Source: an optimization exercise on an open RTL-to-GDS flow (aim: small area, a short achievable clock period and few clock cycles per item). Production flows keep margins and buffers that such runs may drop.
Where RTL was checked, it was by simulation tests only, not by an equivalence proof against the original.

==> inputs of 02-26 <==
## aes128_block_cipher
module aes128_block_cipher (
    input  logic          aclk,
    input  logic          aresetn,
    input  logic          cfg_wr_en,
    input  logic [1:0]    cfg_index,
    input  logic [63:0]   cfg_data,
    input  logic          s_valid,
    output logic          s_ready,
    input  logic [63:0]   s_block_upper,
    input  logic [63:0]   s_block_lower,
    output logic          m_valid,
    input  logic          m_ready,
    output logic [63:0]   m_result_upper,
    output logic [63:0]   m_result_lower
);
    logic [127:0] key_r;       
    logic         dir_r;       
    logic [127:0] k10_r;       
    logic         k10_ok;
    logic [127:0] w0;          
    logic [127:0] w1;          
    logic [87:0]  kq;          
    logic [71:0]  kp;          
    logic [31:0]  kt;          
    logic [6:0]   kcnt;        
    logic         kexp;        
    logic         kdec;        
    logic         c_first, c_last;
    logic [1:0] c_src, c_step;
    logic [7:0]   c_rcon;
    logic [127:0] r1;
    logic [127:0] x1;
    logic [351:0] u0s1;
    logic [127:0] u0s2;
    logic [127:0] u0s3;
    logic [351:0] u1s1;
    logic [127:0] u1s2;
    logic [127:0] u1s3;
    logic [7:0] sv, lst, dirs;
    logic [3:0]   rnd0;
    logic [3:0]   rnd1;
    logic [3:0]   rnd2;
    logic [3:0]   rnd3;
    logic [3:0]   rnd4;
    logic [3:0]   rnd5;
  ...
Settings: LEC_CHECK=0, ABC_AREA=1, CAP_MARGIN=20, CORE_MARGIN=2, CORE_UTILIZATION=55, PLACE_DENSITY=0.7, SETUP_SLACK_MARGIN=5.0, SLEW_MARGIN=20; clock period 8.0 ns.
run.sh (not shown) runs the stock make flow with config.mk's settings and CLKGATE_MAP_FILE= SYNTH_SCRIPT=/design/flow/synth_recipe.tcl, a recipe that flattens the netlist after the stock synthesis.
==> 04-19: changes against 02-26 <==
--- a/flow/design.v
+++ b/flow/design.v
@@ -26,11 +26,11 @@
     assign T24 = x[6] ^ x[5] ^ x[4] ^ x[3] ^ x[2] ^ x[1];
     assign T25 = x[7] ^ x[5] ^ x[3] ^ x[2] ^ x[1];
     assign T26 = x[7] ^ x[5] ^ x[3] ^ x[2];
     assign T27 = x[7] ^ x[5] ^ x[4] ^ x[2];
     wire U7 = x[0];
-    wire M1, M2, M3, M4, M5, M6, M7, M8, M9, M10, M11, M12, M13, M14, M15, M16, M17, M18, M19, M20, M21, M22, M23;
+    wire M1, M2, M3, M4, M5, M6, M7, M8, M9, M10, M11, M12, M13, M14, M15, M16, M17, M18, M19, M20, M21, M22, M23, M24, M25, M26, M27, M28, M29, M30, M31, M32, M33, M34, M35, M36, M37, M38, M39, M40;
     assign M1 = T13 & T6;
     assign M2 = T23 & T8;
     assign M3 = T14 ^ M1;
     assign M4 = T19 & U7;
     assign M5 = M4 ^ M1;
@@ -50,19 +50,10 @@
     assign M19 = M10 ^ M15;
     assign M20 = M16 ^ M13;
     assign M21 = M17 ^ M15;
     assign M22 = M18 ^ M13;
     assign M23 = M19 ^ T25;
-    assign q = {M20, M21, M22, M23, T6, T8, U7, T16, T9, T17, T15, T27, T10, T13, T23, T19, T3, T22, T20, T1, T4, T2};
-endmodule
-module aes_ks_back (
-    input  logic [21:0] q,
-    output logic [17:0] m
-);
-    wire M20, M21, M22, M23, T6, T8, U7, T16, T9, T17, T15, T27, T10, T13, T23, T19, T3, T22, T20, T1, T4, T2;
-    assign {M20, M21, M22, M23, T6, T8, U7, T16, T9, T17, T15, T27, T10, T13, T23, T19, T3, T22, T20, T1, T4, T2} = q;
-    wire M24, M25, M26, M27, M28, M29, M30, M31, M32, M33, M34, M35, M36, M37, M38, M39, M40, M41, M42, M43, M44, M45, M46, M47, M48, M49, M50, M51, M52, M53, M54, M55, M56, M57, M58, M59, M60, M61, M62, M63;
     assign M24 = M22 ^ M23;
     assign M25 = M22 & M20;
     assign M26 = M21 ^ M25;
     assign M27 = M20 ^ M21;
     assign M28 = M23 ^ M25;
@@ -76,10 +67,19 @@
     assign M36 = M24 ^ M25;
     assign M37 = M21 ^ M29;
     assign M38 = M32 ^ M33;
     assign M39 = M23 ^ M30;
     assign M40 = M35 ^ M36;
+    assign q = {M37, M38, M39, M40, T6, T8, U7, T16, T9, T17, T15, T27, T10, T13, T23, T19, T3, T22, T20, T1, T4, T2};
+endmodule
+module aes_ks_back (
+    input  logic [21:0] q,
+    output logic [17:0] m
+);
+    wire M37, M38, M39, M40, T6, T8, U7, T16, T9, T17, T15, T27, T10, T13, T23, T19, T3, T22, T20, T1, T4, T2;
+    assign {M37, M38, M39, M40, T6, T8, U7, T16, T9, T17, T15, T27, T10, T13, T23, T19, T3, T22, T20, T1, T4, T2} = q;
+    wire M41, M42, M43, M44, M45, M46, M47, M48, M49, M50, M51, M52, M53, M54, M55, M56, M57, M58, M59, M60, M61, M62, M63;
     assign M41 = M38 ^ M40;
     assign M42 = M37 ^ M39;
     assign M43 = M37 ^ M38;
     assign M44 = M39 ^ M40;
     assign M45 = M42 ^ M41;
@@ -166,11 +166,11 @@
     logic [127:0] oa, ob, oc;
     logic         oa_v, ob_v, oc_v;
     logic         s_ready_r;
     wire [127:0] kfirst = kdec ? k10_r : key_r;
     wire key_wr   = cfg_wr_en & ~cfg_index[1];
-    wire kready   = (kcnt == 7'd0) | (kcnt == (kexp ? 7'd30 : 7'd40));
+    wire kready   = (kcnt == 7'd0) | (kcnt == (kexp ? 7'd20 : 7'd40));
     wire done     = sv[7] & lst[7];
     wire stall    = done & oc_v;
     wire push     = done & ~stall;
     wire adv      = ~oa_v | m_ready;
     wire ob_ld    = (adv & ob_v) | ~ob_v;
@@ -316,20 +316,20 @@
     wire [87:0]  kq_n;
     wire [71:0]  kp_n;
     wire [31:0]  kt_n;
     aes_ks_front u_kf0 (.x(ks_rot[31:24]), .q(kq_n[87:66]));
     aes_ks_back  u_kb0 (.q(kq[87:66]), .m(kp_n[71:54]));
-    aes_sbox_benc u_ko0 (.m(kp[71:54]), .y(kt_n[31:24]));
+    aes_sbox_benc u_ko0 (.m(kp_n[71:54]), .y(kt_n[31:24]));
     aes_ks_front u_kf1 (.x(ks_rot[23:16]), .q(kq_n[65:44]));
     aes_ks_back  u_kb1 (.q(kq[65:44]), .m(kp_n[53:36]));
-    aes_sbox_benc u_ko1 (.m(kp[53:36]), .y(kt_n[23:16]));
+    aes_sbox_benc u_ko1 (.m(kp_n[53:36]), .y(kt_n[23:16]));
     aes_ks_front u_kf2 (.x(ks_rot[15:8]), .q(kq_n[43:22]));
     aes_ks_back  u_kb2 (.q(kq[43:22]), .m(kp_n[35:18]));
-    aes_sbox_benc u_ko2 (.m(kp[35:18]), .y(kt_n[15:8]));
+    aes_sbox_benc u_ko2 (.m(kp_n[35:18]), .y(kt_n[15:8]));
     aes_ks_front u_kf3 (.x(ks_rot[7:0]), .q(kq_n[21:0]));
     aes_ks_back  u_kb3 (.q(kq[21:0]), .m(kp_n[17:0]));
-    aes_sbox_benc u_ko3 (.m(kp[17:0]), .y(kt_n[7:0]));
+    aes_sbox_benc u_ko3 (.m(kp_n[17:0]), .y(kt_n[7:0]));
     wire [31:0] kx  = kt_n ^ {c_rcon, 24'h0};
     wire [31:0] kb0 = kprev[127:96], kb1 = kprev[95:64], kb2 = kprev[63:32], kb3 = kprev[31:0];
     wire [31:0] kw0 = kb0 ^ kx;
     wire [31:0] kw1 = kdec ? (kb1 ^ kb0) : (kb1 ^ kb0 ^ kx);
     wire [31:0] kw2 = kdec ? (kb2 ^ kb1) : (kb2 ^ kb1 ^ kb0 ^ kx);
@@ -7318,26 +7318,26 @@
     logic [1:0] src_n, step_n;
     logic [7:0] rcon_n;
     always_comb begin
         first_n = 1'b0; src_n = 2'b1; step_n = '0; klast_n = 1'b0; rcon_n = 8'h00;
         if (kexp_n) begin
-            first_n = (kcnt_n <= 7'd2) | (kcnt_n >= 7'd30);
-            if (kcnt_n >= 7'd6 && kcnt_n <= 7'd8) src_n = 2'b10;
-            if (kcnt_n >= 7'd12 && kcnt_n <= 7'd14) src_n = 2'b10;
-            if (kcnt_n >= 7'd18 && kcnt_n <= 7'd20) src_n = 2'b10;
-            if (kcnt_n >= 7'd24 && kcnt_n <= 7'd26) src_n = 2'b10;
+            first_n = (kcnt_n <= 7'd1) | (kcnt_n >= 7'd20);
+            if (kcnt_n >= 7'd4 && kcnt_n <= 7'd5) src_n = 2'b10;
+            if (kcnt_n >= 7'd8 && kcnt_n <= 7'd9) src_n = 2'b10;
+            if (kcnt_n >= 7'd12 && kcnt_n <= 7'd13) src_n = 2'b10;
+            if (kcnt_n >= 7'd16 && kcnt_n <= 7'd17) src_n = 2'b10;
             case (kcnt_n)
-                7'd2: begin step_n[0] = 1'b1; rcon_n = 8'h01; end
-                7'd5: begin step_n[1] = 1'b1; rcon_n = 8'h02; end
-                7'd8: begin step_n[0] = 1'b1; rcon_n = 8'h04; end
-                7'd11: begin step_n[1] = 1'b1; rcon_n = 8'h08; end
-                7'd14: begin step_n[0] = 1'b1; rcon_n = 8'h10; end
-                7'd17: begin step_n[1] = 1'b1; rcon_n = 8'h20; end
-                7'd20: begin step_n[0] = 1'b1; rcon_n = 8'h40; end
-                7'd23: begin step_n[1] = 1'b1; rcon_n = 8'h80; end
-                7'd26: begin step_n[0] = 1'b1; rcon_n = 8'h1b; end
-                7'd29: begin step_n[1] = 1'b1; rcon_n = 8'h36; klast_n = ~k10_ok_n; end
+                7'd1: begin step_n[0] = 1'b1; rcon_n = 8'h01; end
+                7'd3: begin step_n[1] = 1'b1; rcon_n = 8'h02; end
+                7'd5: begin step_n[0] = 1'b1; rcon_n = 8'h04; end
+                7'd7: begin step_n[1] = 1'b1; rcon_n = 8'h08; end
+                7'd9: begin step_n[0] = 1'b1; rcon_n = 8'h10; end
+                7'd11: begin step_n[1] = 1'b1; rcon_n = 8'h20; end
+                7'd13: begin step_n[0] = 1'b1; rcon_n = 8'h40; end
+                7'd15: begin step_n[1] = 1'b1; rcon_n = 8'h80; end
+                7'd17: begin step_n[0] = 1'b1; rcon_n = 8'h1b; end
+                7'd19: begin step_n[1] = 1'b1; rcon_n = 8'h36; klast_n = ~k10_ok_n; end
                 default: ;
             endcase
         end else if (kdec_n) begin
             first_n = (kcnt_n <= 7'd2) | (kcnt_n >= 7'd39);
             if (kcnt_n >= 7'd7 && kcnt_n <= 7'd10) src_n = 2'b10;
@@ -7381,11 +7381,11 @@
             first_n = 1'b1;
             step_n  = '0;
             klast_n = 1'b0;
         end
     end
-    wire       kready_n = (kcnt_n == 7'd0) | (kcnt_n == (kexp_n ? 7'd30 : 7'd40));
+    wire       kready_n = (kcnt_n == 7'd0) | (kcnt_n == (kexp_n ? 7'd20 : 7'd40));
     wire       done_n   = sv_n[7] & lst_n[7];
     wire       stall_n  = done_n & oc_v_n;
     wire       lda_n    = kready_n & (~dir_n | k10_ok_n);
     wire       ldb_n    = (kcnt_n != 7'd0) & (kcnt_n < 7'd8) & ~kexp_n;
     wire       s_ready_n = ~stall_n & (lda_n | ldb_n);
@@ -7432,11 +7432,10 @@
     end
     always_ff @(posedge aclk) begin
         c_rcon <= rcon_n;
         dirs   <= {dirs[6:0], dir_r};
         kq     <= kq_n;
-        kp     <= kp_n;
         lst    <= lst_n;
         if (!stall) begin
             rnd0 <= rnd0_n;
             if (load) r1 <= ld_x;
             else      r1 <= zf1;
- CAP_MARGIN: 20 -> 30
- CORE_UTILIZATION: 55 -> 45
- PLACE_DENSITY: 0.7 -> 0.6
- SLEW_MARGIN: 20 -> 30
==> 04-28: changes against 02-26 <==
- CORE_UTILIZATION: 55 -> 45
- PLACE_DENSITY: 0.7 -> 0.6
==> qor summary <==
Multi-input combinational gate total: 04-19 13474; 04-28 13953; 02-26 13954
Beginning of the critical path: 04-19 oa[77]; 04-28 oa[85]; 02-26 c_src[1]
Number of flip-flops and latches: 04-19 2540; 04-28 2612; 02-26 2612
Final layout net count: 04-19 18806; 04-28 19443; 02-26 19406
Outcome: 04-19 complete, no violations; 04-28 complete, no violations; 02-26 complete, no violations
Pin count of the biggest net entering global routing: 04-19 180; 04-28 131; 02-26 152
Setup crit end kind: 04-19 output port; 04-28 output port; 02-26 register
Post-cts sizing count: 04-19 1592; 04-28 1175; 02-26 1036
Clock buffers and inverters, area share: 04-19 5.03%; 04-28 5.13%; 02-26 5.08%
Initial DRC Count: 04-19 16365; 04-28 16661; 02-26 18066
Layout cells sized above 1: 04-19 17.4%; 04-28 13.0%; 02-26 12.7%
Synthesized-area fraction occupied by ao, oa, aoi and oai cells: 04-19 7.07%; 04-28 6.43%; 02-26 6.43%
Fraction of the mapped netlist area in simple logic gates: 04-19 13.0%; 04-28 14.4%; 02-26 14.4%
Testbench counts of 02-26, summed over its fixed seeds: cycles 8,912, blocks 1,536.
Testbench counts of 04-28, summed over its fixed seeds: cycles 8,912, blocks 1,536.
For 04-19, only the layout was checked, not whether the RTL still works.

* * *

==> trial 59 <==
RTL: one of the versions met above, not the one the previous note started from.
export LEC_CHECK = 0
export ABC_AREA = 1
export CAP_MARGIN = 30
export CORE_MARGIN = 2
export CORE_UTILIZATION = 45
export PLACE_DENSITY = 0.6
export SETUP_SLACK_MARGIN = 5.0
export SLEW_MARGIN = 30
create_clock -name core_clock -period 8.0 [get_ports {aclk}]
standard.sh (not shown) runs the stock make flow with config.mk's settings and CLKGATE_MAP_FILE= SYNTH_SCRIPT=/design/flow/synth_recipe.tcl, a recipe that flattens the netlist after the stock synthesis.
==> flow/flow/run.sh <==
#!/bin/bash
# Layout flow: the standard flow (standard.sh, unchanged synthesis), with
# one addition after global placement (flow/place_out.tcl): each register that
# drives an output port is moved next to its port before the flow legalizes
# and optimizes the placement. Each tool's output goes to a log file here.
set -euo pipefail
W=$PWD
bash standard.sh POST_GLOBAL_PLACE_TCL=$W/flow/place_out.tcl finish > layout.log 2>&1
==> flow/flow/place_out.tcl <==
# After global placement: put each flip-flop that drives an output port (through
# the port buffer) next to that port, together with the buffer, so the
# register-to-output paths are short. Detailed placement legalizes them later.
set block [ord::get_db_block]
set core [$block getCoreArea]
set cx0 [$core xMin]; set cy0 [$core yMin]; set cx1 [$core xMax]; set cy1 [$core yMax]
set inset 4000
set moved 0
foreach bt [$block getBTerms] {
  if {[$bt getIoType] != "OUTPUT"} continue
  set net [$bt getNet]
  if {$net == "NULL"} continue
  set bpins [$bt getBPins]
  if {[llength $bpins] == 0} continue
  set bb [[lindex $bpins 0] getBBox]
  set px [expr {([$bb xMin] + [$bb xMax]) / 2}]
  set py [expr {([$bb yMin] + [$bb yMax]) / 2}]
  # target point just inside the core, facing the pin
  set tx [expr {min(max($px, $cx0 + $inset), $cx1 - $inset)}]
  set ty [expr {min(max($py, $cy0 + $inset), $cy1 - $inset)}]
  # the port buffer drives the port; the flop drives the buffer
  foreach it [$net getITerms] {
    if {![$it isOutputSignal]} continue
    set buf [$it getInst]
    set bufin ""
    foreach bi [$buf getITerms] { if {[$bi isInputSignal]} { set bufin $bi } }
    if {$bufin == ""} continue
    set n2 [$bufin getNet]
    if {$n2 == "NULL"} continue
    set drv ""
    foreach it2 [$n2 getITerms] { if {[$it2 isOutputSignal]} { set drv [$it2 getInst] } }
    if {$drv == ""} continue
    if {![[$drv getMaster] isSequential]} continue
    if {[llength [$n2 getITerms]] != 2} continue
    $buf setLocation $tx $ty
    $drv setLocation $tx $ty
    incr moved
  }
}
puts "place_out: moved $moved output registers next to their ports"
==> trial 56: changes against trial 59 <==
==> flow/flow/run.sh (replaced) <==
#!/bin/bash
# Layout flow: the standard flow, with one change in synthesis: the
# combinational mapping (ABC) uses an area-oriented script (flow/abc.script)
# instead of ORFS's abc_area.script. Everything else, including the register
# mapping and the names, is the standard synthesis (synth_recipe.tcl).
set -euo pipefail
W=$PWD
{
cat <<'EOF'
# Use flow/abc.script for the combinational mapping; all other steps unchanged.
proc abc {args} {
  set i [lsearch -exact $args -script]
  if {$i >= 0} { set args [lreplace $args $i [expr {$i + 1}] -script $::env(FLOW_ABC_SCRIPT)] }
  yosys abc {*}$args
}
EOF
cat synth_recipe.tcl
} > custom_synth.tcl
export FLOW_ABC_SCRIPT=$W/flow/abc.script
bash standard.sh SYNTH_SCRIPT=$W/custom_synth.tcl synth > synth.log 2>&1
bash standard.sh > layout.log 2>&1
==> flow/flow/abc.script (new file) <==
strash
dch
map -a
topo
stime -c
buffer -c
upsize -c
dnsize -c
- ABC_AREA: 1 -> default
removed: flow/flow/place_out.tcl
==> trial 92: changes against trial 59 <==
==> flow/run.sh (new file) <==
#!/bin/bash
# synth_recipe.tcl (not shown) runs the flow's synth.tcl, then flattens the netlist and writes it again
# the make line also repeats each setting of config.mk as NAME=value (left out here)
make -C /OpenROAD-flow-scripts/flow DESIGN_CONFIG=/design/flow/config.mk WORK_HOME=/design/flow/orfs CLKGATE_MAP_FILE= SYNTH_SCRIPT=/design/flow/synth_recipe.tcl finish
- CORE_UTILIZATION: 45 -> 55
- PLACE_DENSITY: 0.6 -> 0.7
removed: flow/flow/run.sh
removed: flow/flow/place_out.tcl
removed: flow/standard.sh
==> results.txt <==
In area after synthesis, trial 92 and trial 59 do not differ. Register-to-register slack, lowest first: trial 56, trial 92, trial 59. Sequential share of layout area, lowest first: trial 59, trial 92, trial 56. First-iteration DRC count: trial 92 > trial 56 > trial 59. Sequential cell count is the same in trial 59 and trial 56. Cell count: trial 92 < trial 56 < trial 59.
No functional check of the RTL was part of any run of this note.

## afterwards: timing with drivers on the ports
Ports are ideal in the flow. The routed layouts listed here were re-timed in OpenROAD.
Step 1 sets driving cells, clkbuf_16 on the clock port and buf_2 on the other inputs (assumed; they add their load-dependent delay and slew).
Step 2 moves the port delays by t, midway between the first and last clock arrival at a register: inputs arrive t later, outputs are due t later. That takes back most of the time a late clock gives input paths.
Three values: ideal ports, drivers, drivers and shift; two values: the first two.
run | t (ns) | setup WS [ns] | worst setup path at the end
02-26 | 1.040 | 4.721 / 4.654 / 3.960 | input to register
04-19 | 1.069 | 4.704 / 4.586 / 3.954 | input to register
04-28 | 1.069 | 4.775 / 4.661 / 3.989 | input to register
trial 59 | 1.059 | 4.847 / 4.752 / 3.933 | input to register
trial 56 | 1.071 | 4.154 / 4.154 / 3.878 | input to register
trial 92 | 1.052 | 4.630 / 4.521 / 4.040 | input to register
After both steps setup and hold are still met in every run listed. The setup slack of trial 59, which loses most, moves by -0.095 ns with the drivers and by -0.914 ns with both steps.
